Optimization exercise on an open flow, not production practice. RTL: at most simulated, not proved equivalent. Power: default activity.

==> flow/design.v <==
module ws2812_axil_slave #(
    parameter int unsigned C_S_AXI_DATA_WIDTH = 32,
    parameter int unsigned C_S_AXI_ADDR_WIDTH = 9,
    parameter int unsigned C_NUM_PIXELS       = 64
) (
    input  logic                            S_AXI_ACLK,
    input  logic                            S_AXI_ARESETN,
    input  logic [C_S_AXI_ADDR_WIDTH-1:0]   S_AXI_AWADDR,
    input  logic [2:0]                      S_AXI_AWPROT,
    input  logic                            S_AXI_AWVALID,
    output logic                            S_AXI_AWREADY,
    input  logic [C_S_AXI_DATA_WIDTH-1:0]   S_AXI_WDATA,
    input  logic [C_S_AXI_DATA_WIDTH/8-1:0] S_AXI_WSTRB,
    input  logic                            S_AXI_WVALID,
    output logic                            S_AXI_WREADY,
    output logic [1:0]                      S_AXI_BRESP,
    output logic                            S_AXI_BVALID,
    input  logic                            S_AXI_BREADY,
    input  logic [C_S_AXI_ADDR_WIDTH-1:0]   S_AXI_ARADDR,
    input  logic [2:0]                      S_AXI_ARPROT,
    input  logic                            S_AXI_ARVALID,
    output logic                            S_AXI_ARREADY,
    output logic [C_S_AXI_DATA_WIDTH-1:0]   S_AXI_RDATA,
    output logic [1:0]                      S_AXI_RRESP,
    output logic                            S_AXI_RVALID,
    input  logic                            S_AXI_RREADY,
    input  logic [5:0]                      px_addr,
    output logic [23:0]                     px_data,
    input  logic                            tx_busy,
    output logic                            tx_start,
    output logic [7:0]                      tx_len
);
    localparam int unsigned NPX = 64;    
    logic [7:0]  ctrl_len;
    logic [1:0]  busy_sync;
    logic [23:0] ring [NPX];             
    logic [2:0]  rot;                    
    logic [2:0]  rl [8];                 
    function automatic logic is_ctrl(input logic [8:0] a);
        is_ctrl = a[8:2] == 7'd0;
    endfunction
    function automatic logic is_stat(input logic [8:0] a);
        is_stat = a[8:2] == 7'd1;
    endfunction
    always_ff @(posedge S_AXI_ACLK or negedge S_AXI_ARESETN) begin
        if (!S_AXI_ARESETN) begin
            rot <= 3'd0;
            for (int j = 0; j < 8; j++)
                rl[j] <= 3'(j);
        end else begin
            rot <= rot + 3'd1;
            for (int j = 0; j < 8; j++)
                rl[j] <= rl[j] + 3'd1;
        end
    end
    logic        aw_v, w_v, exec;           
    logic [7:0]  d_lo, d_hi;
    logic        aw_pix, aw_ctrl, aw_err;
    logic [23:0] w_data;
    logic [2:0]  w_strb;
    logic [1:0]  b_cnt;                     
    logic        b_err1;                    
    logic        aw_hs, w_hs, b_pop;
    logic        aw_v_n, w_v_n, exec_n;
    logic [1:0]  b_cnt_n;
    logic [2:0]  aw_slot;
    logic [7:0]  d_lo_n, d_hi_n;
    logic        aw_pix_n;
    logic [15:0] tap_en, tap_en_n;          
    assign aw_hs   = S_AXI_AWVALID & S_AXI_AWREADY;
    assign w_hs    = S_AXI_WVALID & S_AXI_WREADY;
    assign b_pop   = S_AXI_BVALID & S_AXI_BREADY;
    assign aw_v_n  = aw_hs | (aw_v & ~exec);
    assign w_v_n   = w_hs | (w_v & ~exec);
    assign b_cnt_n = b_cnt + {1'b0, exec} - {1'b0, b_pop};
    assign aw_slot  = S_AXI_AWADDR[4:2] - rot - 3'd2;
    assign d_lo_n   = aw_hs ? (8'd1 << aw_slot) : {d_lo[0], d_lo[7:1]};
    assign aw_pix_n = aw_hs ? S_AXI_AWADDR[8] : aw_pix;
    assign d_hi_n   = aw_hs ? (S_AXI_AWADDR[8] ? (8'd1 << S_AXI_AWADDR[7:5]) : 8'd0) : d_hi;
    assign exec_n   = aw_v_n & w_v_n & ~b_cnt_n[1] & (~aw_pix_n | d_lo_n[0] | d_lo_n[4]);
    assign tx_len   = ctrl_len;
    always_comb begin
        for (int h = 0; h < 8; h++) begin
            tap_en_n[2*h]     = exec_n & d_hi_n[h] & d_lo_n[0];
            tap_en_n[2*h + 1] = exec_n & d_hi_n[h] & d_lo_n[4];
        end
    end
    always_ff @(posedge S_AXI_ACLK or negedge S_AXI_ARESETN) begin
        if (!S_AXI_ARESETN) begin
            aw_v          <= 1'b0;
            w_v           <= 1'b0;
            exec          <= 1'b0;
            tap_en        <= '0;
            b_cnt         <= 2'd0;
            S_AXI_BVALID  <= 1'b0;
            S_AXI_AWREADY <= 1'b1;
            S_AXI_WREADY  <= 1'b1;
            ctrl_len      <= 8'd0;
            tx_start      <= 1'b0;
        end else begin
            aw_v          <= aw_v_n;
            w_v           <= w_v_n;
            exec          <= exec_n;
            tap_en        <= tap_en_n;
            b_cnt         <= b_cnt_n;
            S_AXI_BVALID  <= b_cnt_n != 2'd0;
            S_AXI_AWREADY <= ~aw_v_n | exec_n;
            S_AXI_WREADY  <= ~w_v_n | exec_n;
            tx_start      <= exec & aw_ctrl & w_strb[0] & w_data[0];
            if (exec && aw_ctrl && w_strb[1])
                ctrl_len <= w_data[15:8];
        end
    end
    always_ff @(posedge S_AXI_ACLK) begin
        d_lo   <= d_lo_n;
        d_hi   <= d_hi_n;
        aw_pix <= aw_pix_n;
        if (aw_hs) begin
            aw_ctrl <= is_ctrl(S_AXI_AWADDR);
            aw_err  <= ~S_AXI_AWADDR[8] & ~is_ctrl(S_AXI_AWADDR);
        end
        if (w_hs) begin
            w_data <= S_AXI_WDATA[23:0];
            w_strb <= S_AXI_WSTRB[2:0];
        end
    end
    always_ff @(posedge S_AXI_ACLK) begin
        if (exec && (b_cnt == 2'd0 || (b_cnt == 2'd1 && b_pop)))
            S_AXI_BRESP <= {aw_err, 1'b0};
        else if (b_pop)
            S_AXI_BRESP <= {b_err1, 1'b0};
        if (exec)
            b_err1 <= aw_err;
    end
    always_ff @(posedge S_AXI_ACLK) begin
        for (int h = 0; h < 8; h++) begin
            for (int l = 0; l < 8; l++) begin
                ring[8*h + l] <= ring[8*h + (l + 1) % 8];
                if (l % 4 == 0) begin
                    for (int b = 0; b < 3; b++) begin
                        if (tap_en[2*h + l/4] && w_strb[b])
                            ring[8*h + l][8*b +: 8] <= w_data[8*b +: 8];
                    end
                end
            end
        end
    end
    logic [23:0] px_next;
    always_comb begin
        logic [7:0]  lo, hi;
        logic [23:0] g;
        for (int j = 0; j < 8; j++)
            lo[j] = px_addr[2:0] == rl[j];
        hi = 8'd1 << px_addr[5:3];
        px_next = '0;
        for (int h = 0; h < 8; h++) begin
            g = '0;
            for (int l = 0; l < 8; l++)
                g = g | ({24{lo[l]}} & ring[8*h + l]);
            px_next = px_next | ({24{hi[h]}} & g);
        end
    end
    always_ff @(posedge S_AXI_ACLK or negedge S_AXI_ARESETN) begin
        if (!S_AXI_ARESETN)
            px_data <= 24'd0;
        else
            px_data <= px_next;
    end
    always_ff @(posedge S_AXI_ACLK or negedge S_AXI_ARESETN) begin
        if (!S_AXI_ARESETN)
            busy_sync <= 2'b00;
        else
            busy_sync <= {busy_sync[0], tx_busy};
    end
    logic        ar_pend, ar_hs, r_move;
    logic [7:0]  ar_hi, ar_lo;              
    logic [2:0]  ar_slot;
    logic        ar_ctrl, ar_stat, ar_err;
    logic [23:0] r_data, r_pix;
    logic        ar_pix;
    logic        r_err;
    assign ar_hs       = S_AXI_ARVALID & S_AXI_ARREADY;
    assign ar_slot     = S_AXI_ARADDR[4:2] - rot - 3'd1;
    assign r_move      = ar_pend & (~S_AXI_RVALID | S_AXI_RREADY) & (~ar_pix | ar_lo[0] | ar_lo[4]);
    assign S_AXI_RDATA = {8'd0, r_data};
    assign S_AXI_RRESP = {r_err, 1'b0};
    always_ff @(posedge S_AXI_ACLK or negedge S_AXI_ARESETN) begin
        if (!S_AXI_ARESETN) begin
            ar_pend       <= 1'b0;
            S_AXI_ARREADY <= 1'b1;
            S_AXI_RVALID  <= 1'b0;
        end else begin
            ar_pend       <= ar_hs | (ar_pend & ~r_move);
            S_AXI_ARREADY <= ~(ar_hs | (ar_pend & ~r_move));
            S_AXI_RVALID  <= r_move | (S_AXI_RVALID & ~S_AXI_RREADY);
        end
    end
    always_ff @(posedge S_AXI_ACLK) begin
        if (!ar_hs)
            ar_lo <= {ar_lo[0], ar_lo[7:1]};
        if (ar_hs) begin
            ar_pix  <= S_AXI_ARADDR[8];
            ar_hi   <= S_AXI_ARADDR[8] ? (8'd1 << S_AXI_ARADDR[7:5]) : 8'd0;
            ar_lo   <= 8'd1 << ar_slot;
            ar_ctrl <= is_ctrl(S_AXI_ARADDR);
            ar_stat <= is_stat(S_AXI_ARADDR);
            ar_err  <= ~S_AXI_ARADDR[8] & ~is_ctrl(S_AXI_ARADDR) & ~is_stat(S_AXI_ARADDR);
        end
    end
    always_comb begin
        r_pix = '0;
        for (int h = 0; h < 8; h++)
            r_pix = r_pix | ({24{ar_hi[h] & ar_lo[0]}} & ring[8*h])
                          | ({24{ar_hi[h] & ar_lo[4]}} & ring[8*h + 4]);
    end
    always_ff @(posedge S_AXI_ACLK) begin
        if (r_move) begin
            r_data <= r_pix | {8'd0, {8{ar_ctrl}} & ctrl_len, 8'd0} | {23'd0, ar_stat & busy_sync[1]};
            r_err  <= ar_err;
        end
    end
    logic unused_ok;
    assign unused_ok = ^{S_AXI_AWPROT, S_AXI_ARPROT, S_AXI_AWADDR[1:0], S_AXI_ARADDR[1:0],
                         S_AXI_WDATA[31:24], S_AXI_WSTRB[3]};
endmodule
==> flow/flow/run.sh <==
#!/bin/bash
# The standard layout (standard.sh), except that the port buffers that
# global placement inserts are plain sky130_fd_sc_hd__buf_4 cells rather than
# the default pick, a delay cell. Every port still gets its buffer.
set -euo pipefail
bash standard.sh 'BUFFER_PORTS_ARGS=-buffer_cell sky130_fd_sc_hd__buf_4' finish > standard.log 2>&1
==> flow/standard.sh <==
#!/bin/bash
# synth_recipe.tcl (not shown) runs the flow's synth.tcl, then flattens the netlist and writes it again
# the make line also repeats each setting of config.mk as NAME=value (left out here)
make -C /OpenROAD-flow-scripts/flow DESIGN_CONFIG=/design/flow/config.mk WORK_HOME=/design/flow/orfs CLKGATE_MAP_FILE= SYNTH_SCRIPT=/design/flow/synth_recipe.tcl "${@:-finish}"
==> flow/config.mk <==
export PLATFORM = sky130hd
export DESIGN_NAME = ws2812_axil_slave
export DESIGN_NICKNAME = ws2812_axil_slave
export VERILOG_FILES = /design/flow/design.v
export SDC_FILE = /design/flow/constraint.sdc
export NUM_CORES = 4
export LEC_CHECK = 0
export CAP_MARGIN = 20
export CORE_MARGIN = 2
export CORE_UTILIZATION = 55
export CTS_CLUSTER_DIAMETER = 70
export CTS_CLUSTER_SIZE = 28
export SETUP_SLACK_MARGIN = 2.7
export SLEW_MARGIN = 20
export TNS_END_PERCENT = 20
==> flow/constraint.sdc <==
create_clock -name core_clock -period 5.0 [get_ports {S_AXI_ACLK}]
set_input_delay 1.0000 -clock core_clock [delete_from_list [all_inputs] [get_ports {S_AXI_ACLK}]]
set_output_delay 1.0000 -clock core_clock [all_outputs]
set_load 0.01 [all_outputs]
==> reports/results.ini, run 1 <==
[run_status]
outcome = no timing/DRC/antenna violations

[detailed_routing]
remaining_drc_errors = 0
wl_per_cell_um = 37.1
antenna_left = 0
dr.pass1.iters = 9
drt-initial-drc-count = 5629
via_per_inst = 7.03
vias = 39562
drt-total-wl_mm = 209

[timing]
worstMarginPinSlew_ns = 1.20
slew_viol_final = 0
fin_tns_setup_ns = 0
final.period_utilization_pct = 52.6
rsz0062_at_grt = true
fmax_ghz = 0.380
period_needed_ns = 2.63
setup_viol = 0
slew_headroom_pct = 19.6
hold_violations = 0
fin_worst_skew_ns = 0.0292

[floorplan]
rows = 114
start_util_pct = 55.3
io_pins = 148
fp.dieH_um = 315
die_w_um = 315
core_area_um2 = 96400
fp.dieArea_um2 = 99500

[synth]
synthArstFlopShare_pct = 5.18
synth-main-ff-cell = dfxtp_1
ys_warn_count = 3
yosysTopAreaCellShare_pct = 58.6
syn_area_um2 = 53400
yosys.area.top_type = dfxtp_1
ys_seq_area_share_pct = 66.6
ys_seq_elements = 1718
synthDistinctLibCells = 51
avgSynthCellArea_um2 = 13.0
synth_edf_count = 68
syn_inst = 4115
synth.area.top_cells = dfxtp_1 59%, a22oi_1 10%, mux2_2 8.3%

[critical_path]
r2r-start = w_strb[1]$_DFFE_PP_
critPathMaxFanout = 17
critPathLaunch = w_strb[1]$_DFFE_PP_
r2r_setup_slack_ns = 2.37
cp.required_ns = 5.58
worstPathArrival_ns = 3.21
critPathLaunchType = flop
cp-end-kind = flop
path_class = flop to flop

[clocking]
cts_tree = yes
clock_path_buffers = 3
cts_root_buf = clkbuf_16
clk_latency_ns = 0.71
clock-sinks = 1718
htreeDepth = 3
clk_pin_slew_worst_paths_ns = 0.11
cts_made_buffers = 81

[pwr]
max-vdd-ir-drop_mv = 0.309
power_density_nw_per_um2 = 411
p_leak_uw = 0.0230
finalPower_uw = 25600

[final_layout]
area_growth_pct = 16.7
finalNetCount = 4364
nFillCells = 7118
drive_gt1_share_pct = 25.5

[min_path]
min_from = ring[7][3]$_DFF_P_
worstHoldPathType = flop to flop

[global_routing]
antenna_found_initial = 6
grt_max_degree = 52
grt_pass1_vias = 39566
grt_remaining_overflow = 0
grt_pass1_wl_mm = 289
track_usage_pct = 40.7

[flow_run]
maxCapViolations = 0

[place]
gp_congestion = 0.870
detailed_place_hpwl_mm = 113
portBuffers = 118

[synth_stat cells (all sizes together) (2+ instances only)]
cell type  count
dfxtp       1561
a22oi        746
mux2         393
clkbuf       191
nand4        182
buf          109
nand2        100
a41oi         96
dfrtp         74
a22o          72
a221oi        71
inv           69
edfxtp        68
a21oi         43
a31oi         36
o2111a        36
nand3         34
nor2          34
xnor2         27
o21ai         21
nor4          20
and2          18
dfstp         15
ha            15
xor2          15
and3          13
a222oi         9
nand3b         7
nor3           7
a2111oi        6
nand2b         5
a31o           4
nor2b          3
a21o           2
a32oi          2
[critical path, cell delays in order (launching register included)]
cell and delay [ns]:
edfxtp_1 0.91, nand2_1 0.98, mux2_2 0.58
[sequential cells by signal (all words and copies together), names as in the netlist, 16 cells and up]
register  flops
ring       1536
px_data      24
r_data       24
rl           24
w_data       24
tap_en       16
[routing by layer]
layer	part of all wire, %	GRT usage, %	wire length [um]	vias up
met5	0.020	0	41	-
met4	6.6	24.0	13800	6
met3	11	12.1	24000	701
met2	43	60.0	89800	2834
met1	39	53.2	81000	20003
li1	-	-	-	16018
[through the flow]
step | area (um^2) | utilization [%] | setup slack, ns | hold slack (ns) | cells
5_1_grt | 62300 | 64.6 | 2.53 | 0.342 | 5615
6_report | 62300 | 64.6 | 2.37 | 0.336 | 5624
2_1_floorplan | 53600 | - | 2.37 | 0.330 | 4124
3_3_place_gp | 55900 | 58.0 | 1.34 | 0.332 | 5304
3_5_place_dp | 55900 | 58.0 | 1.31 | 0.335 | 5304
4_1_cts | 61100 | 63.4 | 2.58 | 0.341 | 5566
[timing repair]
item	CTS	global route
resized for setup	165	116
pin swaps	68	60
cloned	35	7
setup endpoints to repair	107	191
hold buffers	0	0
buffers inserted	79	42
[logic make-up (layout without fill, tap and decap cells)]
group | count (synthesis) | count (layout) | synth area share, %
and+or+nand+nor | 430 | 442 | 4.35
other | 1 | 19 | 0.00703
buffers and inverters | 369 | 572 | 2.95
xor gates and xnor gates | 42 | 42 | 0.774
AOI/OAI and AO/OA | 1146 | 1146 | 16.6
DFF | 1718 | 1718 | 66.6
adders and majority gates | 16 | 16 | 0.389
muxes | 393 | 393 | 8.29
[layout by cell type (no fill, tap or decap), types with 24 or more instances in the layout]
cell type and instances:
a221oi_1 69, a21oi_1 39, clkbuf_16 91, nand4_1 182
a41oi_2 24, a22oi_1 682, a31oi_1 35, buf_6 27
clkbuf_1 29, o2111a_1 36, edfxtp_1 68, buf_16 27
buf_4 231, nand2_1 95, buf_12 48, a41oi_1 72
mux2_2 393, nand3_1 32, dfxtp_1 1561, a22o_1 72
dfrtp_1 61, inv_1 65, a22oi_2 64
[area by class of cell]
cell class                 instances  area (um^2)  area share (%)
antenna                            9         22.5          0.0362
clock buffer                     115         2240            3.59
clock inverter                    33          449           0.721
inverter                          69          272           0.436
multi-input combinational       2049        17800            28.6
sequential                      1718        35600            57.1
tap                             1276         1600            2.56
timing repair buffer             355         4340            6.96
[report_power, final]
group	switching, uW	internal [uW]	leakage, uW	total, uW
Sequential	613	14500	0.0143	15100
Combinational	1660	788	0.00741	2440
Clock	4720	3390	0.00129	8100
Total	6980	18600	0.0230	25600
[final timing paths]
path,endpoint,cells past startpoint
max,ring[32][8]$_DFF_P_,2
min,ring[6][3]$_DFF_P_,0
max reg2reg,ring[32][8]$_DFF_P_,2
min reg2reg,ring[6][3]$_DFF_P_,0
max in group asynchronous,ctrl_len[0]$_DFFE_PN0P_,2
min in group asynchronous,w_v$_DFF_PN0_,1
Testbench counts, summed over its fixed seeds: cycles 4,352, items 5,696.
==> run 2: changes to the inputs <==
==> flow/flow/run.sh (replaced) <==
#!/bin/bash
# The standard layout (standard.sh), except that the port buffers that
# global placement inserts are plain sky130_fd_sc_hd__buf_2 cells rather than
# the default pick, a delay cell. Every port still gets its buffer.
set -euo pipefail
bash standard.sh 'BUFFER_PORTS_ARGS=-buffer_cell sky130_fd_sc_hd__buf_2' finish > standard.log 2>&1
==> run 2 against run 1 <==
Effect of this change: utilization is 1.1 points lower; register-to-register slack improved by 0.15 ns; power shrank 1.3%; global-route usage fell by 2.6 points; combinational power fell by 11%.
==> reports/results.ini, run 2 <==
[critical_path]
critPathTopFamily = buffers and inverters
crit_path_max_incr_delay_ns = 0.43  ; -0.55 ns
cp_cell_sequence = buf_8, xnor2_4, and3_4, buf_6, buf_6, a22oi_1, a41oi_1, nor4_4, nand3_1
critPathMaxFanout = 19  ; +2
path_class = primary input to flop
cp.required_ns = 5.64  ; +0.06 ns
worstPathArrival_ns = 3.15  ; -0.06 ns
slowest_stage = xnor2_4
ff2ff_path_depth = 8  ; +6
cp-end-kind = flop
cpMostUsedCell = buf_6
cp_num_cells = 9  ; +7
crit_buf_inv = 3  ; +3
critPathLaunchType = primary input

[global_routing]
grt_max_degree = 60  ; +15%
grt_remaining_overflow = 0  ; unchanged
antenna_found_initial = 8  ; +2
track_usage_pct = 38.1  ; -2.6 points
grt_pass1_wl_mm = 271  ; -6.4%
grt_pass1_vias = 36327  ; -8.2%

[synth]
synthArstFlopShare_pct = 5.18  ; unchanged
synth_compound_area_share_pct = 16.6  ; unchanged
avgSynthCellArea_um2 = 13.0  ; unchanged
synth_most_common_cell = dfxtp_1
synth_common_cells = 1,561 x dfxtp_1, 745 x a22oi_1, 393 x mux2_2, 191 x clkbuf_1, 182 x nand4_1
synth.area.top_cells = dfxtp_1 59%, a22oi_1 10%, mux2_2 8.3%
syn_inst = 4115  ; unchanged
syn_area_um2 = 53400  ; unchanged
yosysTopAreaCellShare_pct = 58.6  ; unchanged
ys_seq_elements = 1718  ; unchanged
synth_fa_ha_area_share_pct = 0.389  ; unchanged
synth_simple_gate_area_share_pct = 4.35  ; unchanged
yosys.area.top_type = dfxtp_1
synth_xor_area_share_pct = 0.774  ; unchanged
synthDistinctLibCells = 51  ; unchanged
synthMuxAreaShare_pct = 8.29  ; unchanged
ys_warn_count = 3  ; unchanged
synth-main-ff-cell = dfxtp_1
synth_edf_count = 68  ; unchanged
synth_top_family_by_area = compound AO/OA/AOI/OAI gates
ys_seq_area_share_pct = 66.6  ; unchanged

[floorplan]
rows = 114  ; unchanged
core_area_um2 = 96400  ; unchanged
fp.dieH_um = 315  ; unchanged
die_w_um = 315  ; unchanged
start_util_pct = 55.3  ; unchanged
fp.dieArea_um2 = 99500  ; unchanged
io_pins = 148  ; unchanged

[clocking]
clk_latency_ns = 0.71  ; about the same
clock-sinks = 1718  ; unchanged
cts_made_buffers = 80  ; -1.2%
clk_pin_slew_worst_paths_ns = 0.11  ; about the same
clock_path_buffers = 3  ; unchanged
htreeDepth = 3  ; unchanged
cts_root_buf = clkbuf_16
cts_tree = yes
holdBufCountCts = 0  ; unchanged

[pwr]
power_density_nw_per_um2 = 413  ; +0.44%
max-vdd-ir-drop_mv = 0.297  ; -4.1%
finalPower_uw = 25300  ; -1.3%
p_leak_uw = 0.0228  ; -1.1%

[detailed_routing]
remaining_drc_errors = 0  ; unchanged
via_per_inst = 6.82  ; -3.0%
drt-initial-drc-count = 5438  ; -3.4%
antenna_left = 0  ; unchanged
wl_per_cell_um = 35.1  ; -5.3%
vias = 38227  ; -3.4%
drt-total-wl_mm = 197  ; -5.6%
dr.pass1.iters = 6  ; -3

[timing]
period_needed_ns = 2.51  ; -0.123 ns
fin_worst_skew_ns = 0.0330  ; +0.00376 ns
timing.hold.ws_ns = 0.338  ; +0.00196 ns
worstMarginPinSlew_ns = 1.10  ; -0.0981 ns
slew_headroom_pct = 26.2  ; +6.6 points
final.period_utilization_pct = 50.1  ; -2.5 points
hold_violations = 0  ; unchanged
rsz0062_at_grt = true
worst_slack_ns = 2.49  ; +0.123 ns
fin_tns_setup_ns = 0  ; unchanged
fmax_ghz = 0.399  ; +4.9%
setup_viol = 0  ; unchanged
slew_viol_final = 0  ; unchanged

[final_layout]
largest_reg_flops = 1536  ; unchanged
area_growth_pct = 14.7
fin_util_pct = 63.5  ; -1.1 points
final_common_cell = dfxtp_1
drive_gt1_share_pct = 24.8  ; -0.75 points
final_cell_mix = 1,561 x dfxtp_1, 699 x a22oi_1, 393 x mux2_2
finalNetCount = 4352  ; -0.27%
top_register = ring

[flow_run]
maxCapViolations = 0  ; unchanged

[place]
detailed_place_hpwl_mm = 108  ; -4.1%
gp_congestion = 0.878  ; +0.94%
portBuffers = 118  ; unchanged
preCtsSetupSlack_ns = 0.660  ; -0.646 ns

[min_path]
hold_depth = 0  ; unchanged
worstHoldPathType = flop to flop

[run_status]
outcome = no timing/DRC/antenna violations

[run 2: cell type report]
type	count	area, um^2
Sequential cell	1718	35500
Fill cell	7510	35200
Multi-Input combinational cell	2055	17700
Timing Repair Buffer	338	3420
Clock buffer	113	2290
Tap cell	1276	1600
Clock inverter	32	369
Inverter	69	272
Antenna cell	1	2.50
[run 2: stage by stage]
step | instance area [um^2] | std cells
after floorplan | 53600 | 4124
after global placement | 55500 | 5310
after detailed placement | 55500 | 5312
after CTS | 60200 | 5560
after global routing | 61200 | 5601
final | 61200 | 5602
[run 2: kinds of logic after synthesis]
family                   Yosys count
XOR/XNOR                          42
flip-flops                      1718
AO/OA/AOI/OAI                   1146
AND/OR/NAND/NOR                  430
other                              1
buffers and inverters            369
multiplexers                     393
adder cells (fa/ha/maj)           16
[run 2: worst paths after layout]
kind,start,endpoint,slack [ns]
setup / recovery,px_addr[0],px_data[5]$_DFF_PN0_,2.49
hold / removal,ring[7][19]$_DFF_P_,ring[6][19]$_DFF_P_,0.34
setup reg to reg,rl[6][0]$_DFF_PN0_,px_data[5]$_DFF_PN0_,2.52
hold reg to reg,ring[7][19]$_DFF_P_,ring[6][19]$_DFF_P_,0.34
max in group asynchronous,S_AXI_ARESETN,S_AXI_ARREADY$_DFF_PN1_,3.53
min in group asynchronous,S_AXI_ARESETN,rot[0]$_DFF_PN0_,0.42
[run 2: power breakdown]
part           total, uW  switching [uW]  internal (uW)
logic               2170            1540            631
clock network       8070            4650           3430
registers          15100             589          14500
[run 2: what timing repair did]
action                                  4_1_cts  5_1_grt
pin swaps                                    58       49
setup buffers                                70       32
gates resized for setup                     146      103
endpoints found under the setup margin       89       96
cloned                                       33        9
[run 2: layer usage]
layer / track usage (%) / routed length (um) / vias up
li1: - / - / 16007
met1: 56.1 / 83100 / 19266
met2: 54.5 / 82600 / 2466
met3: 8.43 / 22300 / 482
met4: 15.1 / 8860 / 6
met5: 0 / 38 / -
==> run 3: changes to the inputs <==
--- a/flow/design.v
+++ b/flow/design.v
@@ -44,13 +44,7 @@
     endfunction
-    always_ff @(posedge S_AXI_ACLK or negedge S_AXI_ARESETN) begin
-        if (!S_AXI_ARESETN) begin
-            rot <= 3'd0;
-            for (int j = 0; j < 8; j++)
-                rl[j] <= 3'(j);
-        end else begin
-            rot <= rot + 3'd1;
-            for (int j = 0; j < 8; j++)
-                rl[j] <= rl[j] + 3'd1;
-        end
-    end
+    always_ff @(posedge S_AXI_ACLK) begin
+        for (int j = 0; j < 8; j++)
+            rl[j] <= S_AXI_ARESETN ? rl[j] + 3'd1 : 3'(j);
+    end
+    assign rot = rl[0];
     logic        aw_v, w_v, exec;           
@@ -68,3 +62,4 @@
     logic        aw_pix_n;
-    logic [15:0] tap_en, tap_en_n;          
+    logic [2:0]  w_strb_n;
+    logic [47:0] tap_en, tap_en_n;          
     assign aw_hs   = S_AXI_AWVALID & S_AXI_AWREADY;
@@ -81,6 +76,7 @@
     assign tx_len   = ctrl_len;
+    assign w_strb_n = w_hs ? S_AXI_WSTRB[2:0] : w_strb;
     always_comb begin
         for (int h = 0; h < 8; h++) begin
-            tap_en_n[2*h]     = exec_n & d_hi_n[h] & d_lo_n[0];
-            tap_en_n[2*h + 1] = exec_n & d_hi_n[h] & d_lo_n[4];
+            tap_en_n[6*h +: 3]     = {3{exec_n & d_hi_n[h] & d_lo_n[0]}} & w_strb_n;
+            tap_en_n[6*h + 3 +: 3] = {3{exec_n & d_hi_n[h] & d_lo_n[4]}} & w_strb_n;
         end
@@ -92,3 +88,2 @@
             exec          <= 1'b0;
-            tap_en        <= '0;
             b_cnt         <= 2'd0;
@@ -103,3 +98,2 @@
             exec          <= exec_n;
-            tap_en        <= tap_en_n;
             b_cnt         <= b_cnt_n;
@@ -116,2 +110,3 @@
         d_hi   <= d_hi_n;
+        tap_en <= tap_en_n;    
         aw_pix <= aw_pix_n;
@@ -140,3 +135,3 @@
                     for (int b = 0; b < 3; b++) begin
-                        if (tap_en[2*h + l/4] && w_strb[b])
+                        if (tap_en[3*(2*h + l/4) + b])
                             ring[8*h + l][8*b +: 8] <= w_data[8*b +: 8];
==> flow/flow/run.sh (replaced) <==
#!/bin/bash
# The standard layout (standard.sh), except that the port buffers that
# global placement inserts are plain sky130_fd_sc_hd__buf_4 cells rather than
# the default pick, a delay cell. Every port still gets its buffer.
set -euo pipefail
bash standard.sh 'BUFFER_PORTS_ARGS=-buffer_cell sky130_fd_sc_hd__buf_4' finish > standard.log 2>&1
--- a/flow/config.mk
+++ b/flow/config.mk
@@ -11,3 +11,3 @@
 export CTS_CLUSTER_DIAMETER = 70
-export CTS_CLUSTER_SIZE = 28
+export CTS_CLUSTER_SIZE = 30
 export SETUP_SLACK_MARGIN = 2.7
==> run 3 against run 2 <==
Effect of this change: still clean; sequential share of layout area is 1.2 points higher; synthesized cell count grew 1.5%; worst hold slack got worse by 0.0045 ns; first-iteration DRC count shrank 12%; count of clock-buffer cells in the layout is 6 lower; critical path depth decreased by 4; cell area is 1.2% lower.
==> reports/results.ini, run 3 <==
[timing]
hold_violations = 0  ; unchanged
fin_tns_setup_ns = 0  ; unchanged
rsz0062_at_grt = true
worstMarginPinSlew_ns = 1.21  ; +0.102 ns
setup_viol = 0  ; unchanged
fmax_ghz = 0.408  ; +2.2%
slew_viol_final = 0  ; unchanged
timing.hold.ws_ns = 0.334  ; -0.00453 ns
final.period_utilization_pct = 49.1  ; -1.1 points
fin_worst_skew_ns = 0.0372  ; +0.00422 ns
period_needed_ns = 2.45  ; -0.0528 ns
slew_headroom_pct = 19.5  ; -6.7 points

[synth]
avgSynthCellArea_um2 = 12.9  ; -0.82%
ys_seq_area_share_pct = 66.8  ; +0.18 points
synth_most_common_cell = dfxtp_1
syn_inst = 4175  ; +1.5%
synth.area.top_cells = dfxtp_1 61%, a22oi_1 11%, mux2_2 8.3%
ys_seq_elements = 1747  ; +1.7%
synth_common_cells = 1,636 x dfxtp_1, 808 x a22oi_1, 397 x mux2_2, 188 x clkbuf_1, 156 x nand2_1
synth-main-ff-cell = dfxtp_1
yosysTopAreaCellShare_pct = 61.0  ; +2.4 points
synthArstFlopShare_pct = 2.63  ; -2.5 points
yosys.area.top_type = dfxtp_1
ys_warn_count = 3  ; unchanged
synth_edf_count = 65  ; -4.4%
syn_area_um2 = 53700  ; +0.63%
synthDistinctLibCells = 50  ; -2.0%

[clocking]
clk_pin_slew_worst_paths_ns = 0.11  ; about the same
cts_made_buffers = 78  ; -2.5%
clock-sinks = 1747  ; +1.7%
clk_latency_ns = 0.71  ; about the same
cts_root_buf = clkbuf_16
clock_path_buffers = 3  ; unchanged
holdBufCountCts = 0  ; unchanged
cts_tree = yes
htreeDepth = 3  ; unchanged

[detailed_routing]
drt-initial-drc-count = 4794  ; -12%
drt-total-wl_mm = 189  ; -4.2%
remaining_drc_errors = 0  ; unchanged
via_per_inst = 6.64  ; -2.7%
wl_per_cell_um = 34.0  ; -3.3%
antenna_left = 0  ; unchanged
vias = 36846  ; -3.6%
dr.pass1.iters = 6  ; unchanged

[critical_path]
critPathTopFamily = simple AND/OR/NAND/NOR gates
crit_buf_inv = 1  ; -2
worstPathArrival_ns = 2.75  ; -0.40 ns
slowest_stage = dfxtp_1
ff2ff_path_depth = 5  ; -3
cp_cell_sequence = and2_4, buf_4, a22o_1, a221oi_1, nand4_1
critPathLaunchType = flop
cp.required_ns = 5.30  ; -0.34 ns
path_class = flop to flop
cp-end-kind = flop
critPathMaxFanout = 13  ; -6
r2r_setup_slack_ns = 2.55  ; +0.03 ns
crit_path_max_incr_delay_ns = 0.45  ; +0.02 ns
r2r_end = r_data[22]$_DFFE_PP_
r2r-start = ar_lo[0]$_DFF_P_

[global_routing]
grt_pass1_vias = 35634  ; -1.9%
met3_usage_pct = 6.34  ; -2.1 points
use_met2_pct = 55.8  ; +1.2 points
grt_busiest_layer = met2
grt_pass1_wl_mm = 259  ; -4.4%
track_usage_pct = 36.2  ; -1.9 points
antenna_found_initial = 4  ; -4
grt_remaining_overflow = 0  ; unchanged
grt_max_degree = 80  ; +33%
met1_usage_pct = 50.1  ; -6.0 points

[final_layout]
final_common_cell = dfxtp_1
multi_input_area_um2 = 17100  ; -3.6%
n_antenna_cell = 0  ; -1
drive_gt1_share_pct = 21.6  ; -3.1 points
largest_reg_flops = 1536  ; unchanged
finalNetCount = 4303  ; -1.1%
final_cell_mix = 1,625 x dfxtp_1, 795 x a22oi_1, 397 x mux2_2
top_regs = ring (1536), tap_en (48)
ff_latch_area_um2 = 35900  ; +0.95%
top_register = ring
nFillCells = 7633  ; +1.6%
area_growth_pct = 12.7

[pwr]
max-vdd-ir-drop_mv = 0.366  ; +23%
internal_power_uw = 19300  ; +4.2%
combPwrFrac_pct = 12.8  ; +4.2 points
p_leak_uw = 0.0223  ; -2.1%
pwr-share-seq_pct = 56.9  ; -2.6 points
p_sw_share_pct = 28.5  ; +1.7 points
power_density_nw_per_um2 = 446  ; +8.0%
switchingPower_uw = 7700  ; +14%
p_clk_share_pct = 30.2  ; -1.7 points

[run_status]
outcome = no timing/DRC/antenna violations

[floorplan]
start_util_pct = 55.5  ; +0.18 points
fp.dieArea_um2 = 100000  ; +0.62%
rows = 114  ; unchanged
io_pins = 148  ; unchanged
die_w_um = 316  ; +0.31%
fp.dieH_um = 316  ; +0.31%
core_area_um2 = 96700  ; +0.30%

[min_path]
min_from = ring[50][4]$_DFF_P_
worstHoldPathType = flop to flop
holdPathEnd = ring[49][4]$_DFF_P_
hold_depth = 0  ; unchanged

[place]
detailed_place_hpwl_mm = 106  ; -2.1%
gp_congestion = 0.837  ; -4.6%
portBuffers = 118  ; unchanged

[flow_run]
maxCapViolations = 0  ; unchanged

[run 3: cell count changes in the layout (fill, tap and decap cells not counted), moves of 29 or more]
| cell | delta |
|---|---|
| a41oi_1 | +40 |
| buf_2 | -113 |
| inv_1 | -42 |
| nand2_1 | +56 |
| a22oi_1 | +96 |
| o21ai_0 | +29 |
| buf_4 | +63 |
| dfxtp_1 | +64 |
| nand4_1 | -89 |
| a22oi_2 | -34 |
[run 3: worst max-delay path by stage]
stage | from | to | slack (ns) | depth (start not counted)
finish | ar_lo[0]$_DFF_P_ | r_data[22]$_DFFE_PP_ | 2.55 | 5
global route | r_data[16]$_DFFE_PP_ | S_AXI_RDATA[16] | 2.54 | 1
CTS | ar_lo[4]$_DFF_P_ | r_data[20]$_DFFE_PP_ | 2.48 | 4
detailed placement | px_addr[2] | px_data[6]$_DFF_PN0_ | 1.33 | 8
global placement | px_addr[5] | px_data[14]$_DFF_PN0_ | 1.20 | 8
floorplan | px_addr[2] | px_data[6]$_DFF_PN0_ | 2.37 | 10
[run 3: final cells by class]
class                      count  area share [%]
tap                         1276            2.64
clock inverter                34           0.747
inverter                      28           0.186
sequential                  1747            59.3
multi-input combinational   2085            28.2
clock buffer                 107            3.68
timing repair buffer         274            5.21
[run 3: power by group through the flow]
stage	registers (uW)	clock network (uW)	logic, uW
finish	15400	8160	3470
global route	15400	8700	3520
CTS	15300	8220	3030
detailed placement	15600	0	2680
global placement	15600	0	2680
floorplan	15400	0	1300
[run 3: repair_timing]
action	in CTS	in global routing
setup endpoints to repair	130	132
resized for setup	103	70
pin swaps	29	25
gates cloned	12	15
setup buffers	30	32
[run 3: kinds of logic (layout without fill, tap and decap cells)]
logic type      Yosys count  in the layout  share of synthesized area [%]
fa+ha+maj                15             15                          0.363
xor+xnor                 41             41                          0.774
simple gates            440            448                           4.05
buf+inv                 360            443                           3.03
compound gates         1174           1174                           16.7
flops                  1747           1747                           66.8
other cells               1             10                        0.00698
mux                     397            397                           8.33
[run 3: worst reg2reg max path, stage by stage (launching register included)]
cell and delay [ns]:
dfxtp_1 0.45, and2_4 0.33, buf_4 0.34, a22o_1 0.25, a221oi_1 0.26, nand4_1 0.43
[run 3: per-layer routing]
metal  share of wire, %  vias up  wire, um
met2                 45     2028     84400
met1                 42    18643     78300
li1                   -    15771         -
met3                8.7      396     16300
met5              0.027        -        50
met4                5.0        8      9510
[run 3: metrics by stage]
| step | setup slack (ns) | instances | util [%] | total power [uW] | instance area [um^2] |
|---|---|---|---|---|---|
| finish | 2.55 | 5551 | 62.6 | 27000 | 60500 |
| global route | 2.54 | 5551 | 62.6 | 27700 | 60500 |
| CTS | 2.48 | 5504 | 61.6 | 26600 | 59500 |
| detailed placement | 1.33 | 5321 | 57.6 | 18300 | 55700 |
| global placement | 1.20 | 5321 | 57.6 | 18300 | 55700 |
| floorplan | 2.37 | 4184 | - | 16700 | 53800 |
Testbench counts of run 3, summed over its fixed seeds: cycles 4,352, items 5,696.
==> run 4: changes to the inputs <==
--- a/flow/config.mk
+++ b/flow/config.mk
@@ -11,3 +11,3 @@
 export CTS_CLUSTER_DIAMETER = 70
-export CTS_CLUSTER_SIZE = 30
+export CTS_CLUSTER_SIZE = 28
 export SETUP_SLACK_MARGIN = 2.7
==> run 4 against run 3 <==
Effect of this change: die area is the same; sequential share of layout area shrank 0.30 points; sequential power is essentially flat; count of clock-buffer cells in the layout grew 10; largest power group unchanged; highest routed layer unchanged; final cell count is essentially flat; global-route usage grew 0.66 points; non-clock buffer count shrank 11; clock skew shrank 0.0094 ns; critical path depth shrank 4; via count grew 0.57%.
==> reports/results.ini, run 4 <==
[clocking]
clock-sinks = 1747  ; unchanged
cts_root_buf = clkbuf_16
cts_made_buffers = 83  ; +6.4%
htreeDepth = 3  ; unchanged
cts_tree = yes
clock_path_buffers = 3  ; unchanged
clk_latency_ns = 0.70  ; about the same
clk_pin_slew_worst_paths_ns = 0.11  ; about the same

[critical_path]
cp.required_ns = 4.00  ; -1.30 ns
worstPathArrival_ns = 1.44  ; -1.31 ns
critPathLaunchType = flop
critPathMaxFanout = 1  ; -12
slowest_stage = edfxtp_1
path_class = flop to output pin
cp-end-kind = output pin
critPathTopFamily = flip-flops
crit_path_max_incr_delay_ns = 0.54  ; +0.09 ns
cp_cell_sequence = buf_6
crit_buf_inv = 1  ; unchanged

[final_layout]
drive_gt1_share_pct = 21.8  ; +0.15 points
finalNetCount = 4299  ; -0.093%
final_common_cell = dfxtp_1
final_cell_mix = 1,627 x dfxtp_1, 792 x a22oi_1, 397 x mux2_2
area_growth_pct = 13.2
top_regs = ring (1536), tap_en (48)
largest_reg_flops = 1536  ; unchanged
top_register = ring

[min_path]
worstHoldPathType = flop to flop

[detailed_routing]
antenna_left = 0  ; unchanged
drt-initial-drc-count = 4731  ; -1.3%
dr.pass1.iters = 9  ; +3
wl_per_cell_um = 34.4  ; +1.4%
via_per_inst = 6.67  ; +0.55%
drt-total-wl_mm = 191  ; +1.4%
remaining_drc_errors = 0  ; unchanged
vias = 37055  ; +0.57%

[synth]
synthDistinctLibCells = 50  ; unchanged
synth_common_cells = 1,636 x dfxtp_1, 808 x a22oi_1, 397 x mux2_2, 188 x clkbuf_1, 156 x nand2_1
ys_warn_count = 3  ; unchanged
ys_seq_elements = 1747  ; unchanged
ys_seq_area_share_pct = 66.8  ; unchanged
syn_area_um2 = 53700  ; unchanged
yosysTopAreaCellShare_pct = 61.0  ; unchanged
synth.area.top_cells = dfxtp_1 61%, a22oi_1 11%, mux2_2 8.3%
yosys.area.top_type = dfxtp_1
synth_edf_count = 65  ; unchanged
avgSynthCellArea_um2 = 12.9  ; unchanged
synthArstFlopShare_pct = 2.63  ; unchanged
synth-main-ff-cell = dfxtp_1
syn_inst = 4175  ; unchanged
synth_most_common_cell = dfxtp_1

[place]
detailed_place_hpwl_mm = 106  ; unchanged
portBuffers = 118  ; unchanged
gp_congestion = 0.837  ; unchanged
preCtsSetupSlack_ns = 1.33  ; unchanged

[floorplan]
rows = 114  ; unchanged
die_w_um = 316  ; unchanged
fp.dieArea_um2 = 100000  ; unchanged
core_area_um2 = 96700  ; unchanged
io_pins = 148  ; unchanged
fp.dieH_um = 316  ; unchanged
start_util_pct = 55.5  ; unchanged

[pwr]
finalPower_uw = 27300  ; +1.1%
max-vdd-ir-drop_mv = 0.388  ; +5.9%
p_sw_share_pct = 28.7  ; +0.17 points
combPwrFrac_pct = 13.0  ; +0.2 points
internal_power_uw = 19500  ; +0.88%
p_clk_share_pct = 30.6  ; +0.4 points
p_leak_uw = 0.0223  ; +0.22%
power_density_nw_per_um2 = 449  ; +0.60%
switchingPower_uw = 7830  ; +1.7%
pwr-share-seq_pct = 56.3  ; -0.6 points

[timing]
slew_headroom_pct = 24.9  ; +5.5 points
fin_worst_skew_ns = 0.0278  ; -0.00939 ns
rsz0062_at_grt = true
hold_violations = 0  ; unchanged
final.period_utilization_pct = 48.7  ; -0.32 points
setup_viol = 0  ; unchanged
fin_tns_setup_ns = 0  ; unchanged
worstMarginPinSlew_ns = 1.12  ; -0.0821 ns
period_needed_ns = 2.44  ; -0.0160 ns
fmax_ghz = 0.410  ; +0.66%
worst_slack_ns = 2.56  ; +0.0160 ns
slew_viol_final = 0  ; unchanged

[run_status]
outcome = no timing/DRC/antenna violations

[global_routing]
grt_pass1_vias = 35781  ; +0.41%
antenna_found_initial = 4  ; unchanged
track_usage_pct = 36.9  ; +0.66 points
grt_remaining_overflow = 0  ; unchanged
grt_pass1_wl_mm = 263  ; +1.6%
grt_max_degree = 69  ; -14%

[flow_run]
maxCapViolations = 0  ; unchanged

[run 4: cell counts after synthesis]
No cell type changed its count.
[run 4: layer usage]
| metal | vias to the layer above | share of wire (%) | GRT usage, % |
|---|---|---|---|
| met2 | 2061 | 44 | 57.1 |
| met3 | 445 | 8.9 | 6.61 |
| li1 | 15747 | - | - |
| met4 | 2 | 5.4 | 16.7 |
| met5 | - | 0.0068 | 0 |
| met1 | 18800 | 41 | 50.7 |
[run 4: metrics by stage]
stage / util (%) / hold WS (ns) / cells / area (um^2)
CTS: 62.1 / 0.337 / 5521 / 60000
finish: 62.9 / 0.338 / 5552 / 60800
global route: 62.9 / 0.337 / 5550 / 60800
floorplan: - / 0.330 / 4184 / 53800
detailed placement: 57.6 / 0.335 / 5321 / 55700
global placement: 57.6 / 0.332 / 5321 / 55700
[run 4: cell families (layout without fill, tap and decap cells)]
| logic type | after synthesis | after routing | synth area share (%) |
|---|---|---|---|
| flops | 1747 | 1747 | 66.8 |
| mux | 397 | 397 | 8.33 |
| buf+inv | 360 | 440 | 3.03 |
| simple gates | 440 | 450 | 4.05 |
| compound gates | 1174 | 1174 | 16.7 |
| other cells | 1 | 12 | 0.00698 |
| fa+ha+maj | 15 | 15 | 0.363 |
| xor+xnor | 41 | 41 | 0.774 |
[run 4: area by class of cell]
class	instances	area (um^2)
well taps	1276	1600
diodes	2	5.00
inverters	28	113
multi-input cells	2087	17200
repair buffers	263	3190
clock inverters	32	445
clock buffers	117	2370
fillers	7544	35900
flip-flops and latches	1747	35900
[run 4: timing repair]
| action | CTS | global route |
|---|---|---|
| pin swaps | 33 | 31 |
| hold buffers | 0 | 0 |
| endpoints found under the setup margin | 129 | 121 |
| cloned | 20 | 13 |
| buffers inserted | 31 | 16 |
| gates resized for setup | 125 | 84 |
[run 4: path summary, 6_finish.rpt]
check | startpoint | to | slack [ns] | cells past startpoint
max in group asynchronous | S_AXI_ARESETN | px_data[13]$_DFF_PN0_ | 3.55 | 2
min | ring[14][19]$_DFF_P_ | ring[13][19]$_DFF_P_ | 0.34 | 0
min in group asynchronous | S_AXI_ARESETN | px_data[2]$_DFF_PN0_ | 0.45 | 1
max reg2reg | ar_lo[4]$_DFF_P_ | r_data[10]$_DFFE_PP_ | 2.58 | 6
max | r_data[16]$_DFFE_PP_ | S_AXI_RDATA[16] | 2.56 | 1
min reg2reg | ring[14][19]$_DFF_P_ | ring[13][19]$_DFF_P_ | 0.34 | 0
[run 4: power groups by stage]
stage | clock network (uW) | logic (uW) | registers [uW]
floorplan | 0 | 1300 | 15400
global placement | 0 | 2680 | 15600
detailed placement | 0 | 2680 | 15600
CTS | 8390 | 3150 | 15300
global route | 8880 | 3610 | 15400
finish | 8360 | 3560 | 15400
==> run 5: changes to the inputs <==
==> flow/flow/run.sh (replaced) <==
#!/bin/bash
# The standard layout (standard.sh), except that the port buffers that
# global placement inserts are plain sky130_fd_sc_hd__buf_2 cells rather than
# the default pick, a delay cell. Every port still gets its buffer.
set -euo pipefail
bash standard.sh 'BUFFER_PORTS_ARGS=-buffer_cell sky130_fd_sc_hd__buf_2' finish > standard.log 2>&1
--- a/flow/config.mk
+++ b/flow/config.mk
@@ -12,2 +12,3 @@
 export CTS_CLUSTER_SIZE = 28
+export PLACE_DENSITY = 0.75
 export SETUP_SLACK_MARGIN = 2.7
==> run 5 against run 4 <==
Effect of this change: still clean on timing, DRC and antenna; sequential share of layout area up 0.89 points; power down 5.2%; via count up 2.6%; area after synthesis unchanged; fmax down 1.9%; critical path depth up 9; first-iteration DRC count up 19%; register-to-register slack worse by 0.04 ns; largest cell class unchanged; largest power group unchanged.
==> reports/results.ini, run 5 <==
[global_routing]
grt_max_degree = 72  ; +4.3%
grt_pass1_vias = 37012  ; +3.4%
grt_remaining_overflow = 0  ; unchanged
antenna_found_initial = 7  ; +3
grt_pass1_wl_mm = 257  ; -2.5%
track_usage_pct = 35.4  ; -1.5 points

[final_layout]
nFillCells = 7194  ; -4.6%
drive_gt1_share_pct = 21.5  ; -0.32 points
top_regs = ring (1536), tap_en (48)
ff_latch_area_um2 = 35900  ; about the same
final_cell_mix = 1,631 x dfxtp_1, 788 x a22oi_1, 397 x mux2_2
largest_reg_flops = 1536  ; unchanged
top_register = ring
multi_input_area_um2 = 17400  ; +1.0%
finalNetCount = 4292  ; -0.16%
final_common_cell = dfxtp_1
finalInstanceArea_um2 = 59900  ; -1.5%
area_growth_pct = 11.5

[timing]
fmax_ghz = 0.402  ; -1.9%
final.period_utilization_pct = 49.7  ; +0.96 points
hold_violations = 0  ; unchanged
slew_headroom_pct = 17.0  ; -8.0 points
period_needed_ns = 2.48  ; +0.0480 ns
rsz0062_at_grt = true
slew_viol_final = 0  ; unchanged
fin_worst_skew_ns = 0.0393  ; +0.0115 ns
worstMarginPinSlew_ns = 1.24  ; +0.120 ns
fin_tns_setup_ns = 0  ; unchanged
setup_viol = 0  ; unchanged

[synth]
synth_common_cells = 1,636 x dfxtp_1, 808 x a22oi_1, 397 x mux2_2, 188 x clkbuf_1, 156 x nand2_1
synth_fa_ha_area_share_pct = 0.363  ; unchanged
synthArstFlopShare_pct = 2.63  ; unchanged
synth_simple_gate_area_share_pct = 4.05  ; unchanged
synth_top_family_by_area = compound AO/OA/AOI/OAI gates
avgSynthCellArea_um2 = 12.9  ; unchanged
syn_inst = 4175  ; unchanged
ys_seq_elements = 1747  ; unchanged
synthMuxAreaShare_pct = 8.33  ; unchanged
synth_edf_count = 65  ; unchanged
synth_xor_area_share_pct = 0.774  ; unchanged
synth_most_common_cell = dfxtp_1
syn_area_um2 = 53700  ; unchanged
synth.area.top_cells = dfxtp_1 61%, a22oi_1 11%, mux2_2 8.3%
yosysTopAreaCellShare_pct = 61.0  ; unchanged
synth_compound_area_share_pct = 16.7  ; unchanged
synth-main-ff-cell = dfxtp_1
yosys.area.top_type = dfxtp_1
ys_seq_area_share_pct = 66.8  ; unchanged
synthDistinctLibCells = 50  ; unchanged
ys_warn_count = 3  ; unchanged

[pwr]
power_density_nw_per_um2 = 432  ; -3.7%
max-vdd-ir-drop_mv = 0.416  ; +7.4%
p_leak_uw = 0.0219  ; -1.8%

[clocking]
clock-sinks = 1747  ; unchanged
clock_path_buffers = 3  ; unchanged
cts_tree = yes
cts_root_buf = clkbuf_16
cts_made_buffers = 73  ; -12%
clk_pin_slew_worst_paths_ns = 0.11  ; about the same
htreeDepth = 3  ; unchanged
clk_latency_ns = 0.70  ; about the same

[floorplan]
io_pins = 148  ; unchanged
fp.dieH_um = 316  ; unchanged
core_area_um2 = 96700  ; unchanged
rows = 114  ; unchanged
die_w_um = 316  ; unchanged
start_util_pct = 55.5  ; unchanged
fp.dieArea_um2 = 100000  ; unchanged

[place]
gp_congestion = 0.866  ; +3.5%
detailed_place_hpwl_mm = 99.3  ; -6.2%
portBuffers = 118  ; unchanged
dpl_cell_area_um2 = 55300  ; -0.71%

[detailed_routing]
antenna_left = 0  ; unchanged
drt-total-wl_mm = 182  ; -5.1%
remaining_drc_errors = 0  ; unchanged
vias = 38016  ; +2.6%
dr.pass1.iters = 7  ; -2
drt-initial-drc-count = 5631  ; +19%
wl_per_cell_um = 32.8  ; -4.7%
via_per_inst = 6.87  ; +3.0%

[critical_path]
worstPathArrival_ns = 2.98  ; +1.54 ns
r2r-start = ar_lo[0]$_DFF_P_
critPathLaunchType = primary input
critPathMaxFanout = 8  ; +7
path_class = primary input to flop
critPathLaunch = px_addr[2]
r2r_end = r_data[20]$_DFFE_PP_
r2r_setup_slack_ns = 2.54  ; -0.04 ns
ff2ff_path_depth = 5  ; -1
cp.required_ns = 5.50  ; +1.50 ns
cp-end-kind = flop

[min_path]
worstHoldPathType = primary input to async pin

[run_status]
outcome = no timing/DRC/antenna violations

[flow_run]
maxCapViolations = 0  ; unchanged

run 5: per-stage QoR:
step | hold slack [ns] | total power, uW | utilization, % | std cells | worst slack, ns
after CTS | 0.321 | 25500 | 61.6 | 5512 | 2.57
after global routing | 0.341 | 26400 | 61.9 | 5523 | 2.48
after global placement | 0.332 | 18000 | 57.2 | 5312 | 1.21
after detailed placement | 0.335 | 18100 | 57.2 | 5312 | 1.14
after floorplan | 0.330 | 16700 | - | 4184 | 2.37
final | 0.327 | 25900 | 61.9 | 5531 | 2.52
run 5: worst max-delay path by stage:
stage | endpoint | cells past startpoint | slack (ns)
4_1_cts | S_AXI_RDATA[16] | 1 | 2.57
2_1_floorplan | px_data[6]$_DFF_PN0_ | 10 | 2.37
6_report | px_data[20]$_DFF_PN0_ | 10 | 2.52
5_1_grt | px_data[17]$_DFF_PN0_ | 10 | 2.48
3_5_place_dp | px_data[20]$_DFF_PN0_ | 8 | 1.14
3_3_place_gp | px_data[11]$_DFF_PN0_ | 8 | 1.21
run 5: kinds of logic (layout without fill, tap and decap cells):
| kind of cell | count (synthesis) | in the layout |
|---|---|---|
| AOI/OAI and AO/OA | 1174 | 1174 |
| xor gates and xnor gates | 41 | 41 |
| adders and majority gates | 15 | 15 |
| buffers and inverters | 360 | 411 |
| DFF | 1747 | 1747 |
| muxes | 397 | 397 |
| other | 1 | 21 |
| and+or+nand+nor | 440 | 449 |
run 5: layer usage:
metal | up-vias | global-route usage, % | share of wire, %
met4 | 0 | 19.3 | 6.7
met2 | 2901 | 52.0 | 42
met1 | 18760 | 47.0 | 38
met5 | - | 0 | 0
li1 | 15697 | - | -
met3 | 658 | 10.6 | 13
run 5: final cells by class:
class | instances | share of cell area (%)
inverters | 28 | 0.180
diodes | 11 | 0.0460
well taps | 1276 | 2.67
clock buffers | 110 | 3.46
repair buffers | 267 | 4.60
multi-input cells | 2086 | 29.0
flip-flops and latches | 1747 | 59.9
clock inverters | 6 | 0.113
run 5: what timing repair did:
action                     4_1_cts  5_1_grt
resized for setup              173       52
gates cloned                    24        2
hold endpoints to repair         0        0
buffers inserted                60        5
setup endpoints to repair      120      121
hold buffers                     0        0
pin swaps                       60       16
run 5: worst max-delay path: stages:
cell     delay, ns
buf_16        0.15
buf_12        0.15
xnor2_4       0.15
and3_4        0.25
buf_6         0.17
buf_4         0.15
a22oi_1       0.19
a41oi_1       0.16
nor4_2        0.34
nand4_1       0.26
run 5: report_power, final:
| group | internal (uW) | switching, uW |
|---|---|---|
| combinational | 977 | 2320 |
| sequential | 14700 | 633 |
| clock | 2940 | 4290 |
==> run 6: changes to the inputs <==
--- a/flow/config.mk
+++ b/flow/config.mk
@@ -12,3 +12,2 @@
 export CTS_CLUSTER_SIZE = 28
-export PLACE_DENSITY = 0.75
 export SETUP_SLACK_MARGIN = 2.7
==> run 6 against run 5 <==
Effect of this change: flip-flop and latch count unchanged; clock skew is 0.0092 ns lower; clock power increased by 7.6%; first-iteration DRC count fell by 14%; utilization up 0.42 points; via count is 1.9% lower; non-clock buffer count rose by 8; die area unchanged; critical path depth shrank 4.
==> reports/results.ini, run 6 <==
[final_layout]
finalNetCount = 4304  ; +0.28%
final_cells = 5554  ; +0.42%
drive_gt1_share_pct = 22.2  ; +0.78 points
top_regs = ring (1536), tap_en (48)
final_common_cell = dfxtp_1
final_cell_mix = 1,627 x dfxtp_1, 781 x a22oi_1, 397 x mux2_2
area_growth_pct = 12.3
fin_util_pct = 62.3  ; +0.42 points
largest_reg_flops = 1536  ; unchanged
top_register = ring

[critical_path]
r2r_end = r_data[10]$_DFFE_PP_
cp.required_ns = 5.47  ; -0.03 ns
ff2ff_path_depth = 6  ; +1
crit_path_max_incr_delay_ns = 0.58  ; +0.24 ns
critPathLaunchType = flop
cp-end-kind = flop
crit_buf_inv = 1  ; -3
slowest_stage = and2_2
r2r_setup_slack_ns = 2.57  ; +0.03 ns
critPathTopFamily = simple AND/OR/NAND/NOR gates
critPathLaunch = ar_lo[4]$_DFF_P_
worstPathArrival_ns = 2.91  ; -0.07 ns
cp_cell_sequence = and2_2, buf_6, a22oi_1, nand4_1, nor2_1, nand2_1
critPathMaxFanout = 17  ; +9
path_class = flop to flop
r2r-start = ar_lo[4]$_DFF_P_

[synth]
synth_most_common_cell = dfxtp_1
ys_seq_area_share_pct = 66.8  ; unchanged
synthDistinctLibCells = 50  ; unchanged
synth_xor_area_share_pct = 0.774  ; unchanged
ys_warn_count = 3  ; unchanged
yosysTopAreaCellShare_pct = 61.0  ; unchanged
synth_simple_gate_area_share_pct = 4.05  ; unchanged
synth_top_family_by_area = compound AO/OA/AOI/OAI gates
synth_compound_area_share_pct = 16.7  ; unchanged
syn_area_um2 = 53700  ; unchanged
synthArstFlopShare_pct = 2.63  ; unchanged
syn_inst = 4175  ; unchanged
synth.area.top_cells = dfxtp_1 61%, a22oi_1 11%, mux2_2 8.3%
synth_edf_count = 65  ; unchanged
synth_common_cells = 1,636 x dfxtp_1, 808 x a22oi_1, 397 x mux2_2, 188 x clkbuf_1, 156 x nand2_1
synth_fa_ha_area_share_pct = 0.363  ; unchanged
yosys.area.top_type = dfxtp_1
synth-main-ff-cell = dfxtp_1
avgSynthCellArea_um2 = 12.9  ; unchanged
synthMuxAreaShare_pct = 8.33  ; unchanged
ys_seq_elements = 1747  ; unchanged

[floorplan]
core_area_um2 = 96700  ; unchanged
rows = 114  ; unchanged
fp.dieH_um = 316  ; unchanged
io_pins = 148  ; unchanged
die_w_um = 316  ; unchanged
fp.dieArea_um2 = 100000  ; unchanged
start_util_pct = 55.5  ; unchanged

[run_status]
outcome = no timing/DRC/antenna violations

[global_routing]
grt_pass1_vias = 35405  ; -4.3%
track_usage_pct = 37.1  ; +1.7 points
antenna_found_initial = 9  ; +2
grt_max_degree = 63  ; -13%
grt_remaining_overflow = 0  ; unchanged
grt_pass1_wl_mm = 264  ; +2.7%

[timing]
fin_worst_skew_ns = 0.0300  ; -0.00925 ns
setup_viol = 0  ; unchanged
worstMarginPinSlew_ns = 1.21  ; -0.0376 ns
slew_viol_final = 0  ; unchanged
slew_headroom_pct = 19.5  ; +2.5 points
fin_tns_setup_ns = 0  ; unchanged
final.period_utilization_pct = 48.7  ; -1.0 points
rsz0062_at_grt = true
hold_violations = 0  ; unchanged
period_needed_ns = 2.43  ; -0.0500 ns
fmax_ghz = 0.411  ; +2.1%

[detailed_routing]
remaining_drc_errors = 0  ; unchanged
dr.pass1.iters = 6  ; -1
via_per_inst = 6.72  ; -2.3%
drt-initial-drc-count = 4815  ; -14%
drt-total-wl_mm = 195  ; +7.3%
wl_per_cell_um = 35.1  ; +6.9%
vias = 37306  ; -1.9%
antenna_left = 0  ; unchanged

[pwr]
max-vdd-ir-drop_mv = 0.494  ; +19%
switchingPower_uw = 7630  ; +5.3%
combPwrFrac_pct = 12.9  ; +0.2 points
p_sw_share_pct = 28.7  ; +0.70 points
p_clk_share_pct = 29.3  ; +1.4 points
p_leak_uw = 0.0222  ; +1.1%
power_density_nw_per_um2 = 441  ; +2.0%
finalPower_uw = 26600  ; +2.7%
pwr-share-seq_pct = 57.8  ; -1.5 points
internal_power_uw = 19000  ; +1.7%

[flow_run]
maxCapViolations = 0  ; unchanged

[min_path]
holdPathEnd = ring[14][2]$_DFF_P_
worstHoldPathType = flop to flop
hold_depth = 0
min_from = ring[15][2]$_DFF_P_

[clocking]
htreeDepth = 3  ; unchanged
cts_root_buf = clkbuf_16
cts_made_buffers = 78  ; +6.8%
clock-sinks = 1747  ; unchanged
clock_path_buffers = 3  ; unchanged
cts_tree = yes
clk_latency_ns = 0.70  ; about the same
clk_pin_slew_worst_paths_ns = 0.10  ; about the same

[place]
detailed_place_hpwl_mm = 108  ; +9.1%
gp_congestion = 0.847  ; -2.2%
placed_cells = 5326  ; +0.26%
portBuffers = 118  ; unchanged

[run 6: routing by layer]
metal / vias to the layer above / track usage (%) / wire [um]
li1: 15763 / - / -
met4: 6 / 17.9 / 10700
met5: - / 0 / 31
met3: 422 / 7.38 / 18500
met1: 18957 / 51.0 / 80400
met2: 2158 / 56.3 / 85000
[run 6: worst max-delay path by stage]
stage,endpoint,cells after the start
finish,r_data[10]$_DFFE_PP_,6
global route,S_AXI_RDATA[16],1
detailed placement,px_data[1]$_DFF_PN0_,8
global placement,px_data[20]$_DFF_PN0_,8
CTS,S_AXI_RDATA[16],1
floorplan,px_data[6]$_DFF_PN0_,10
[run 6: worst reg2reg max path, cell delays in order (launching register included)]
cell     delay, ns
dfxtp_1       0.55
and2_2        0.58
buf_6         0.42
a22oi_1       0.18
nand4_1       0.13
nor2_1        0.05
nand2_1       0.29
[run 6: cell families after synthesis]
family,count (synthesis)
flops,1747
mux,397
simple gates,440
buf+inv,360
compound gates,1174
fa+ha+maj,15
xor+xnor,41
other cells,1
[run 6: final cells by class]
| class | instances | area [um^2] |
|---|---|---|
| well taps | 1276 | 1600 |
| diodes | 3 | 7.51 |
| multi-input cells | 2085 | 17300 |
| inverters | 28 | 113 |
| flip-flops and latches | 1747 | 35900 |
| clock inverters | 24 | 251 |
| clock buffers | 116 | 2220 |
| repair buffers | 275 | 2910 |
| fillers | 7701 | 36400 |
[run 6: through the flow]
step,setup slack [ns],hold slack [ns],area (um^2)
global route,2.55,0.343,60300
CTS,2.56,0.342,59300
floorplan,2.37,0.330,53800
detailed placement,1.26,0.335,55400
global placement,1.25,0.332,55400
finish,2.57,0.343,60300
[run 6: power by group through the flow]
stage | logic (uW) | clock network (uW) | registers, uW
after global routing | 3450 | 8320 | 15400
after global placement | 2610 | 0 | 15600
after floorplan | 1300 | 0 | 15400
after CTS | 3030 | 7830 | 15300
final | 3430 | 7780 | 15400
after detailed placement | 2630 | 0 | 15600
[run 6: timing repair]
action	in CTS	in global routing
setup buffers	36	18
pin swaps	37	27
resized for setup	135	107
endpoints found under the setup margin	128	127
cloned	15	16
hold buffers	0	0
==> run 7: changes to the inputs <==
--- a/flow/config.mk
+++ b/flow/config.mk
@@ -9,5 +9,6 @@
 export CORE_MARGIN = 2
-export CORE_UTILIZATION = 55
+export CORE_UTILIZATION = 65
 export CTS_CLUSTER_DIAMETER = 70
 export CTS_CLUSTER_SIZE = 28
+export PLACE_DENSITY = 0.75
 export SETUP_SLACK_MARGIN = 2.7
==> run 7 against run 6 <==
Effect of this change: clock skew is 0.0070 ns higher; sequential share of layout area up 0.32 points; area after synthesis unchanged; register-to-register slack worse by 0.04 ns; largest power group unchanged; fmax shrank 1.7%.
==> reports/results.ini, run 7 <==
[critical_path]
path_class = flop to flop
critPathLaunchType = flop
cp-end-kind = flop
worstPathArrival_ns = 2.92  ; about the same
cp_cell_sequence = and2_2, buf_4, a221oi_1, nand4_1
crit_path_max_incr_delay_ns = 0.85  ; +0.27 ns
critPathMaxFanout = 17  ; unchanged
cp.required_ns = 5.45  ; -0.02 ns
slowest_stage = and2_2
r2r_setup_slack_ns = 2.52  ; -0.04 ns

[detailed_routing]
via_per_inst = 7.12  ; +5.9%
drt-initial-drc-count = 4963  ; +3.1%
antenna_left = 0  ; unchanged
top_layer = met5
wl_per_cell_um = 34.1  ; -2.8%
vias = 37905  ; +1.6%
dr.pass1.iters = 6  ; unchanged
route.met3.wl_mm = 21.8  ; +18%
remaining_drc_errors = 0  ; unchanged
drt-total-wl_mm = 182  ; -6.8%
met2_length_mm = 78.6  ; -7.5%
drt-met1-wl_mm = 67.4  ; -16%

[place]
portBuffers = 118  ; unchanged
placed_cells = 5108  ; -4.1%
preCtsSetupSlack_ns = 1.19  ; -0.0679 ns
detailed_place_hpwl_mm = 98.7  ; -9.0%
gp_congestion = 0.870  ; +2.7%
dpl_cell_area_um2 = 55100  ; -0.51%

[run_status]
outcome = no timing/DRC/antenna violations

[synth]
avgSynthCellArea_um2 = 12.9  ; unchanged
ys_seq_area_share_pct = 66.8  ; unchanged
synth_common_cells = 1,636 x dfxtp_1, 808 x a22oi_1, 397 x mux2_2, 188 x clkbuf_1, 156 x nand2_1
synth.area.top_cells = dfxtp_1 61%, a22oi_1 11%, mux2_2 8.3%
ys_seq_elements = 1747  ; unchanged
synth_edf_count = 65  ; unchanged
yosysTopAreaCellShare_pct = 61.0  ; unchanged
ys_warn_count = 3  ; unchanged
synth_most_common_cell = dfxtp_1
synthArstFlopShare_pct = 2.63  ; unchanged
synthDistinctLibCells = 50  ; unchanged
syn_area_um2 = 53700  ; unchanged
yosys.area.top_type = dfxtp_1
syn_inst = 4175  ; unchanged
synth-main-ff-cell = dfxtp_1

[clocking]
clk_latency_ns = 0.67  ; -0.03 ns
holdBufCountCts = 0  ; unchanged
clock_path_buffers = 3  ; unchanged
cts_root_buf = clkbuf_16
clock-sinks = 1747  ; unchanged
cts_made_buffers = 73  ; -6.4%
htreeDepth = 3  ; unchanged
clk_pin_slew_worst_paths_ns = 0.11  ; about the same
cts_tree = yes

[timing]
fin_worst_skew_ns = 0.0370  ; +0.00700 ns
final.period_utilization_pct = 49.5  ; +0.83 points
slew_viol_final = 0  ; unchanged
worst_slack_ns = 2.52  ; -0.0417 ns
setup_viol = 0  ; unchanged
fmax_ghz = 0.404  ; -1.7%
period_needed_ns = 2.48  ; +0.0417 ns
rsz0062_at_grt = true
hold_violations = 0  ; unchanged
slew_headroom_pct = 24.8  ; +5.4 points
timing.hold.ws_ns = 0.331  ; -0.0112 ns
worstMarginPinSlew_ns = 1.13  ; -0.0804 ns
fin_tns_setup_ns = 0  ; unchanged

[floorplan]
start_util_pct = 65.5  ; +10 points
fp.dieArea_um2 = 84900  ; -15%
core_area_um2 = 82000  ; -15%
rows = 105  ; -7.9%
die_w_um = 291  ; -7.9%
fp.dieH_um = 291  ; -7.9%
io_pins = 148  ; unchanged

[flow_run]
maxCapViolations = 0  ; unchanged

[final_layout]
top_register = ring
final_cell_mix = 1,633 x dfxtp_1, 773 x a22oi_1, 397 x mux2_2
area_growth_pct = 11.6
top_regs = ring (1536), tap_en (48)
final_cells = 5327  ; -4.1%
largest_reg_flops = 1536  ; unchanged
drive_gt1_share_pct = 21.9  ; -0.36 points
finalNetCount = 4295  ; -0.21%
nFillCells = 5416  ; -30%
finalInstanceArea_um2 = 59900  ; -0.58%
final_common_cell = dfxtp_1

[pwr]
max-vdd-ir-drop_mv = 0.374  ; -24%
p_leak_uw = 0.0221  ; -0.48%
power_density_nw_per_um2 = 431  ; -2.2%

[global_routing]
grt_pass1_wl_mm = 255  ; -3.2%
grt_max_degree = 61  ; -3.2%
antenna_found_initial = 7  ; -2
track_usage_pct = 41.4  ; +4.3 points
grt_pass1_vias = 36758  ; +3.8%
grt_remaining_overflow = 0  ; unchanged

[min_path]
worstHoldPathType = flop to flop

[run 7: changes by cell type in the layout (fill, tap and decap cells not counted), sizes merged]
cell	previous run	this run
and3	12	17
buf	256	257
bufbuf	6	8
clkbuf	129	118
clkinv	9	2
diode	3	7
inv	42	30
nand2	159	156
[run 7: worst paths after layout]
check	from	to	depth (start not counted)
max in group asynchronous	S_AXI_ARESETN	px_data[21]$_DFF_PN0_	2
max reg2reg	ar_lo[4]$_DFF_P_	r_data[18]$_DFFE_PP_	4
max	ar_lo[4]$_DFF_P_	r_data[18]$_DFFE_PP_	4
min	ring[31][8]$_DFF_P_	ring[30][8]$_DFF_P_	0
min reg2reg	ring[31][8]$_DFF_P_	ring[30][8]$_DFF_P_	0
min in group asynchronous	S_AXI_ARESETN	px_data[5]$_DFF_PN0_	1
[run 7: metal layers]
layer / up-vias / track usage, %
met5: - / 0
met4: 12 / 27.8
met3: 686 / 10.4
met2: 2773 / 61.6
met1: 18719 / 53.6
li1: 15715 / -
[run 7: critical path: cells and delay by family (launching register included)]
kind	cells	cell delay, ns
compound gates	1	0.13
simple gates	2	1.15
buf+inv	1	0.41
flops	1	0.54
[run 7: repair_timing]
action / CTS / global route
gates resized for setup: 139 / 90
pin swaps: 39 / 30
cloned: 28 / 4
buffers inserted: 53 / 8
endpoints found under the setup margin: 114 / 112
[run 7: logic make-up after synthesis]
group	synth area share [%]
buf+inv	3.03
flops	66.8
mux	8.33
simple gates	4.05
other cells	0.00698
fa+ha+maj	0.363
xor+xnor	0.774
compound gates	16.7
[run 7: report_power, final]
group | switching [uW] | internal (uW)
sequential | 633 | 14700
clock | 4250 | 2960
combinational | 2280 | 1010
[run 7: layout make-up]
class                           count  area [um^2]  area share [%]
Timing Repair Buffer              269         2950            4.91
Tap cell                         1070         1340            2.23
Clock inverter                      5         67.6           0.113
Sequential cell                  1747        35900            59.9
Antenna cell                        7         17.5          0.0292
Clock buffer                      114         2100            3.50
Multi-Input combinational cell   2087        17500            29.2
Inverter                           28          111           0.186
[run 7: per-stage QoR]
stage,total power [uW],utilization (%)
after floorplan,16700,-
after global placement,18100,67.2
after detailed placement,18100,67.2
after CTS,25500,72.3
after global routing,26400,73.1
final,25900,73.1
